From an optimization exercise on the open Yosys and OpenROAD flow, aimed at small area, a short achievable clock period and few clock cycles; shortcuts taken in it are not production practice. Where RTL was checked, it was by simulation tests only, not by an equivalence proof against the original. No activity file was given, so power comes from the tool's default toggle rates.

Setup of build 47:
==> module eth_txdma, before the edit <==
module eth_txdma #(
    parameter int DEPTH = 7                       
) (
    input  logic                  clk,
    input  logic                  reset,
    input  logic                  tx_en,
    input  txdma_pkg::bd_index_t  max_tx_bd,
    input  logic                  bd_wait,
    input  txdma_pkg::desc_t      bd_desc,
    input  txdma_pkg::addr_t      bd_ptr,
    input  txdma_pkg::tx_status_t tx_stat,
    input  logic                  tx_stat_valid,
    output logic                  bd_read,
    output logic                  bd_write,
    output txdma_pkg::bd_index_t  bd_index,
    output txdma_pkg::desc_t      bd_writedata,
    output logic                  tx_stat_ack,
    output logic                  per_packet_pad,
    output logic                  per_packet_crc,
    output logic                  txb_irq,
    output logic                  txe_irq,
    input  logic                  av_waitrequest,
    input  txdma_pkg::data_t      av_readdata,
    input  logic                  av_readdatavalid,
    output logic                  av_read,
    output txdma_pkg::addr_t      av_address,
    input  logic                  tx_ack,
    output txdma_pkg::byte_t      tx_data,
    output logic                  tx_dv,
    output logic                  tx_sop,
    output logic                  tx_eop
);
    localparam int FIFO_AW = 3;                  
    logic        st_rd;                  
    logic        st_dma;                 
    logic        st_wr;                  
    logic [15:0] len;                    
    logic [5:0]  flags;                  
    txdma_pkg::tx_status_t stat;
    logic        take;
    logic        wr_ok;
    logic        stat_err;
    assign bd_read     = st_rd;
    assign bd_write    = st_wr;
    assign take        = st_rd & ~bd_wait & bd_desc[txdma_pkg::BIT_READY];
    assign wr_ok       = st_wr & ~bd_wait;
    assign stat_err    = |(stat & txdma_pkg::STAT_ERR_MASK);
    assign bd_writedata   = {len, 1'b0, flags, stat};
    assign per_packet_pad = flags[txdma_pkg::BIT_PAD - 9];
    assign per_packet_crc = flags[txdma_pkg::BIT_CRC - 9];
    always_ff @(posedge clk or posedge reset) begin
        if (reset) begin
            st_rd       <= 1'b0;
            st_dma      <= 1'b0;
            st_wr       <= 1'b0;
            tx_stat_ack <= 1'b0;
            txb_irq     <= 1'b0;
            txe_irq     <= 1'b0;
            bd_index    <= '0;
        end else begin
            tx_stat_ack <= st_dma & tx_stat_valid & ~tx_stat_ack;
            txb_irq     <= wr_ok & flags[txdma_pkg::BIT_IRQ - 9] & ~stat_err;
            txe_irq     <= wr_ok & flags[txdma_pkg::BIT_IRQ - 9] & stat_err;
            if (tx_en & ~st_rd & ~st_dma & ~st_wr) begin
                st_rd <= 1'b1;
            end
            if (take) begin
                st_rd  <= 1'b0;
                st_dma <= 1'b1;
            end
            if (tx_stat_ack) begin
                st_dma <= 1'b0;
                st_wr  <= 1'b1;
            end
            if (wr_ok) begin
                st_wr <= 1'b0;
                st_rd <= 1'b1;
                if (flags[txdma_pkg::BIT_WRAP - 9] || bd_index == max_tx_bd) begin
                    bd_index <= '0;
                end else begin
                    bd_index <= bd_index + 7'd1;
                end
            end
        end
    end
    always_ff @(posedge clk) begin
        if (take) begin
            len   <= bd_desc[31:16];
            flags <= bd_desc[14:9];
        end
        if (tx_stat_ack) begin
            stat <= tx_stat;
        end
    end
    logic [29:0]        addr;            
    logic [13:0]        wcnt;            
    logic               more;            
    logic               more_nx;         
    logic [DEPTH-1:0]   occ;             
    logic               full_nx;         
    logic               rd_ok;
    logic               pop;
    assign av_address = {addr, 2'b00};
    assign rd_ok      = av_read & ~av_waitrequest;
    assign more_nx    = more & ((|wcnt[13:1]) | (wcnt[0] & (|len[1:0])) | ~rd_ok);
    assign full_nx    = (occ[DEPTH-1] & ~(pop & ~rd_ok)) | (occ[DEPTH-2] & rd_ok & ~pop);
    always_ff @(posedge clk or posedge reset) begin
        if (reset) begin
            occ     <= '0;
            av_read <= 1'b0;
            more    <= 1'b0;
        end else begin
            av_read <= take | (st_dma & more_nx & ~full_nx);
            more    <= take | more_nx;
            if (rd_ok & ~pop) begin
                occ <= {occ[DEPTH-2:0], 1'b1};
            end else if (pop & ~rd_ok) begin
                occ <= {1'b0, occ[DEPTH-1:1]};
            end
        end
    end
    always_ff @(posedge clk) begin
        if (take) begin
            addr <= bd_ptr[31:2];
            wcnt <= bd_desc[31:18];
        end else if (rd_ok) begin
            addr <= addr + 30'd1;
            wcnt <= wcnt - 14'd1;
        end
    end
    txdma_pkg::data_t   mem [DEPTH];
    logic [FIFO_AW-1:0] wptr;
    logic [FIFO_AW-1:0] rptr;
    logic [DEPTH-1:0]   stored;          
    always_ff @(posedge clk or posedge reset) begin
        if (reset) begin
            wptr   <= '0;
            rptr   <= '0;
            stored <= '0;
        end else begin
            if (av_readdatavalid) begin
                wptr <= (wptr == FIFO_AW'(DEPTH - 1)) ? '0 : wptr + 1'b1;
            end
            if (pop) begin
                rptr <= (rptr == FIFO_AW'(DEPTH - 1)) ? '0 : rptr + 1'b1;
            end
            if (av_readdatavalid & ~pop) begin
                stored <= {stored[DEPTH-2:0], 1'b1};
            end else if (pop & ~av_readdatavalid) begin
                stored <= {1'b0, stored[DEPTH-1:1]};
            end
        end
    end
    always_ff @(posedge clk) begin
        if (av_readdatavalid) mem[wptr] <= av_readdata;
    end
    logic [31:0] cw;                     
    logic [1:0]  lane;                   
    logic        cw_final;               
    logic        first;                  
    logic        final_w;                
    logic        shift;
    assign tx_data = cw[7:0];
    assign final_w = ~more & occ[0] & ~occ[1];
    assign shift   = tx_dv & tx_ack & ~tx_eop & (lane != 2'd3);
    assign pop     = stored[0] & (~tx_dv | (tx_ack & (lane == 2'd3)));
    always_ff @(posedge clk or posedge reset) begin
        if (reset) begin
            tx_dv <= 1'b0;
        end else if (pop) begin
            tx_dv <= 1'b1;
        end else if (tx_ack & (tx_eop | (lane == 2'd3))) begin
            tx_dv <= 1'b0;
        end
    end
    always_ff @(posedge clk) begin
        if (take) begin
            first <= 1'b1;
        end else if (pop) begin
            first <= 1'b0;
        end
        if (pop) begin
            cw       <= mem[rptr];
            lane     <= 2'd0;
            cw_final <= final_w;
            tx_sop   <= first;
            tx_eop   <= final_w & (len[1:0] == 2'd1);
        end else if (shift) begin
            cw[23:0] <= cw[31:8];
            lane     <= lane + 2'd1;
            tx_sop   <= 1'b0;
            tx_eop   <= cw_final & (lane == len[1:0] - 2'd2);
        end
    end
endmodule
export LEC_CHECK = 0
export ABC_CLOCK_PERIOD_IN_PS = 2200
export CAP_MARGIN = 20
export CORE_MARGIN = 2
export CORE_UTILIZATION = 65
export CTS_CLUSTER_DIAMETER = 100
export CTS_CLUSTER_SIZE = 30
export PLACE_DENSITY = 0.72
export SETUP_SLACK_MARGIN = 2.8
export SLEW_MARGIN = 20
create_clock -name core_clock -period 5.0 [get_ports {clk}]
standard.sh (not shown) runs the stock make flow with config.mk's settings and CLKGATE_MAP_FILE= SYNTH_SCRIPT=/design/flow/synth_recipe.tcl, a recipe that flattens the netlist after the stock synthesis.
==> flow/flow/run.sh <==
#!/bin/bash
# Standard layout, with plain buffers (not delay cells) on the ports.
set -euo pipefail
export BUFFER_PORTS_ARGS="-buffer_cell sky130_fd_sc_hd__buf_2"
bash standard.sh finish > standard.log 2>&1
Testbench counts of build 47, summed over its fixed seeds: cycles 204,684.
Input-level comparison between build 38 and build 47:
--- a/flow/design.v
+++ b/flow/design.v
@@ -42,11 +42,10 @@
     output txdma_pkg::byte_t      tx_data,
     output logic                  tx_dv,
     output logic                  tx_sop,
     output logic                  tx_eop
 );
-    localparam int FIFO_AW = 3;                  
     logic        st_rd;                  
     logic        st_dma;                 
     logic        st_wr;                  
     logic [15:0] len;                    
     logic [5:0]  flags;                  
@@ -141,34 +140,43 @@
             addr <= addr + 30'd1;
             wcnt <= wcnt - 14'd1;
         end
     end
     txdma_pkg::data_t   mem [DEPTH];
-    logic [FIFO_AW-1:0] wptr;
-    logic [FIFO_AW-1:0] rptr;
+    logic [DEPTH-1:0]   wsel;            
+    logic [DEPTH-1:0]   rsel;            
+    txdma_pkg::data_t   head;
     logic [DEPTH-1:0]   stored;          
     always_ff @(posedge clk or posedge reset) begin
         if (reset) begin
-            wptr   <= '0;
-            rptr   <= '0;
+            wsel   <= DEPTH'(1);
+            rsel   <= DEPTH'(1);
             stored <= '0;
         end else begin
             if (av_readdatavalid) begin
-                wptr <= (wptr == FIFO_AW'(DEPTH - 1)) ? '0 : wptr + 1'b1;
+                wsel <= {wsel[DEPTH-2:0], wsel[DEPTH-1]};
             end
             if (pop) begin
-                rptr <= (rptr == FIFO_AW'(DEPTH - 1)) ? '0 : rptr + 1'b1;
+                rsel <= {rsel[DEPTH-2:0], rsel[DEPTH-1]};
             end
             if (av_readdatavalid & ~pop) begin
                 stored <= {stored[DEPTH-2:0], 1'b1};
             end else if (pop & ~av_readdatavalid) begin
                 stored <= {1'b0, stored[DEPTH-1:1]};
             end
         end
     end
     always_ff @(posedge clk) begin
-        if (av_readdatavalid) mem[wptr] <= av_readdata;
+        for (int i = 0; i < DEPTH; i++) begin
+            if (av_readdatavalid & wsel[i]) mem[i] <= av_readdata;
+        end
+    end
+    always_comb begin
+        head = '0;
+        for (int i = 0; i < DEPTH; i++) begin
+            head = head | (mem[i] & {32{rsel[i]}});
+        end
     end
     logic [31:0] cw;                     
     logic [1:0]  lane;                   
     logic        cw_final;               
     logic        first;                  
@@ -192,11 +200,11 @@
             first <= 1'b1;
         end else if (pop) begin
             first <= 1'b0;
         end
         if (pop) begin
-            cw       <= mem[rptr];
+            cw       <= head;
             lane     <= 2'd0;
             cw_final <= final_w;
             tx_sop   <= first;
             tx_eop   <= final_w & (len[1:0] == 2'd1);
         end else if (shift) begin
==> notes.md <==
Diff build 47 -> build 38: xor and xnor fraction of the mapped netlist area down 0.76 points, via density per instance up about 8%, worst hold slack up 0.011 ns, routed wire length up about 5.6%, final instance area down 2.8%. Build 38 improves on build 47 in leakage component of the power. Setup slack: build 38 less than build 47. [compare] base=build 47 new=build 38: sequential share of layout area moved up, height of the die moved down. Between build 47 and build 38, maximum frequency decreased. When the final numbers for build 38 and build 47 were put side by side, the count of cells resized by post-cts repair turned out to be smaller in build 47.
No functional check of the RTL was part of build 38.

rev 12:
eth_txdma again, from the RTL that the note above started with.
==> flow/config.mk <==
export PLATFORM = sky130hd
export DESIGN_NAME = eth_txdma
export DESIGN_NICKNAME = eth_txdma
export VERILOG_FILES = /design/flow/design.v
export SDC_FILE = /design/flow/constraint.sdc
export NUM_CORES = 4
export LEC_CHECK = 0
export ABC_CLOCK_PERIOD_IN_PS = 2200
export CAP_MARGIN = 20
export CORE_MARGIN = 2
export CORE_UTILIZATION = 45
export SETUP_SLACK_MARGIN = 2.8
export SLEW_MARGIN = 20
==> flow/constraint.sdc <==
create_clock -name core_clock -period 5.0 [get_ports {clk}]
set_input_delay 1.0000 -clock core_clock [delete_from_list [all_inputs] [get_ports {clk}]]
set_output_delay 1.0000 -clock core_clock [all_outputs]
set_load 0.01 [all_outputs]
Scripts as last shown in full above: flow/flow/run.sh
Testbench counts of rev 12, summed over its fixed seeds: cycles 204,684.
Edits applied to the flow inputs when going from rev 12 to rev 13:
diff --git a/flow/design.v b/flow/design.v
--- a/flow/design.v
+++ b/flow/design.v
@@ -99,5 +99,5 @@
     end
     always_ff @(posedge clk) begin
-        if (take) begin
+        if (st_rd) begin
             len   <= bd_desc[31:16];
             flags <= bd_desc[14:9];
@@ -135,5 +135,5 @@
     end
     always_ff @(posedge clk) begin
-        if (take) begin
+        if (st_rd) begin
             addr <= bd_ptr[31:2];
             wcnt <= bd_desc[31:18];
@@ -144,15 +144,15 @@
     end
     txdma_pkg::data_t   mem [DEPTH];
-    logic [FIFO_AW-1:0] wptr;
+    logic [DEPTH-1:0]   wsel;            
     logic [FIFO_AW-1:0] rptr;
     logic [DEPTH-1:0]   stored;          
     always_ff @(posedge clk or posedge reset) begin
         if (reset) begin
-            wptr   <= '0;
+            wsel   <= DEPTH'(1);
             rptr   <= '0;
             stored <= '0;
         end else begin
             if (av_readdatavalid) begin
-                wptr <= (wptr == FIFO_AW'(DEPTH - 1)) ? '0 : wptr + 1'b1;
+                wsel <= {wsel[DEPTH-2:0], wsel[DEPTH-1]};
             end
             if (pop) begin
@@ -167,5 +167,7 @@
     end
     always_ff @(posedge clk) begin
-        if (av_readdatavalid) mem[wptr] <= av_readdata;
+        for (int i = 0; i < DEPTH; i++) begin
+            if (av_readdatavalid & wsel[i]) mem[i] <= av_readdata;
+        end
     end
     logic [31:0] cw;                     
Notes after the runs:
- Area taken by flip-flops and latches of rev 13 exceeds that of rev 12 slightly.
- Rev 12 vs rev 13, master of the slowest instance on the critical path: sky130_fd_sc_hd__edfxtp_1 vs sky130_fd_sc_hd__dfrtp_4
- Initial antenna violation count (rev 13 over rev 12): decrease, 3
- Rev 13 vs. rev 12: routed length per placed instance went up by 9.9%.
- The run with more routed wire is rev 13, not rev 12.
- On fraction of the mapped netlist area in simple logic gates: between rev 13 and rev 12, it ends up higher for rev 13.
Function not checked in rev 13: the RTL went through the layout flow alone.

-- separate check: timing with driven ports --
No port has a modelled driver above. Below, the same layouts with a new extraction and two added sets of constraints.
Step 1: set_driving_cell puts a clkbuf_16 on clk and a buf_2 on each other input, an assumption about the parent block.
Step 2 moves the port delays by t, midway between the first and last clock arrival at a register: inputs arrive t later, outputs are due t later. That takes back most of the time a late clock gives input paths.
Slacks: ideal ports / drivers / drivers and shift; pairs: ideal ports / drivers.
run	shift t [ns]	setup slack, ns	hold slack, ns	worst setup path after step 2	worst slew at a driven data input, ns
build 47	0.558	2.840 / 2.789 / 2.358	0.454 / 0.454 / 0.454	input to register	0.06
build 38	0.568	2.816 / 2.768 / 2.422	0.466 / 0.466 / 0.466	input to register	0.06
rev 12	0.580	2.830 / 2.782 / 2.321	0.444 / 0.444 / 0.444	input to register	0.10
rev 13	0.594	2.821 / 2.769 / 2.338	0.434 / 0.434 / 0.434	input to register	0.07
After both steps setup and hold are still met in every run listed. The setup slack of rev 12, which loses most, moves by -0.048 ns with the drivers and by -0.509 ns with both steps.
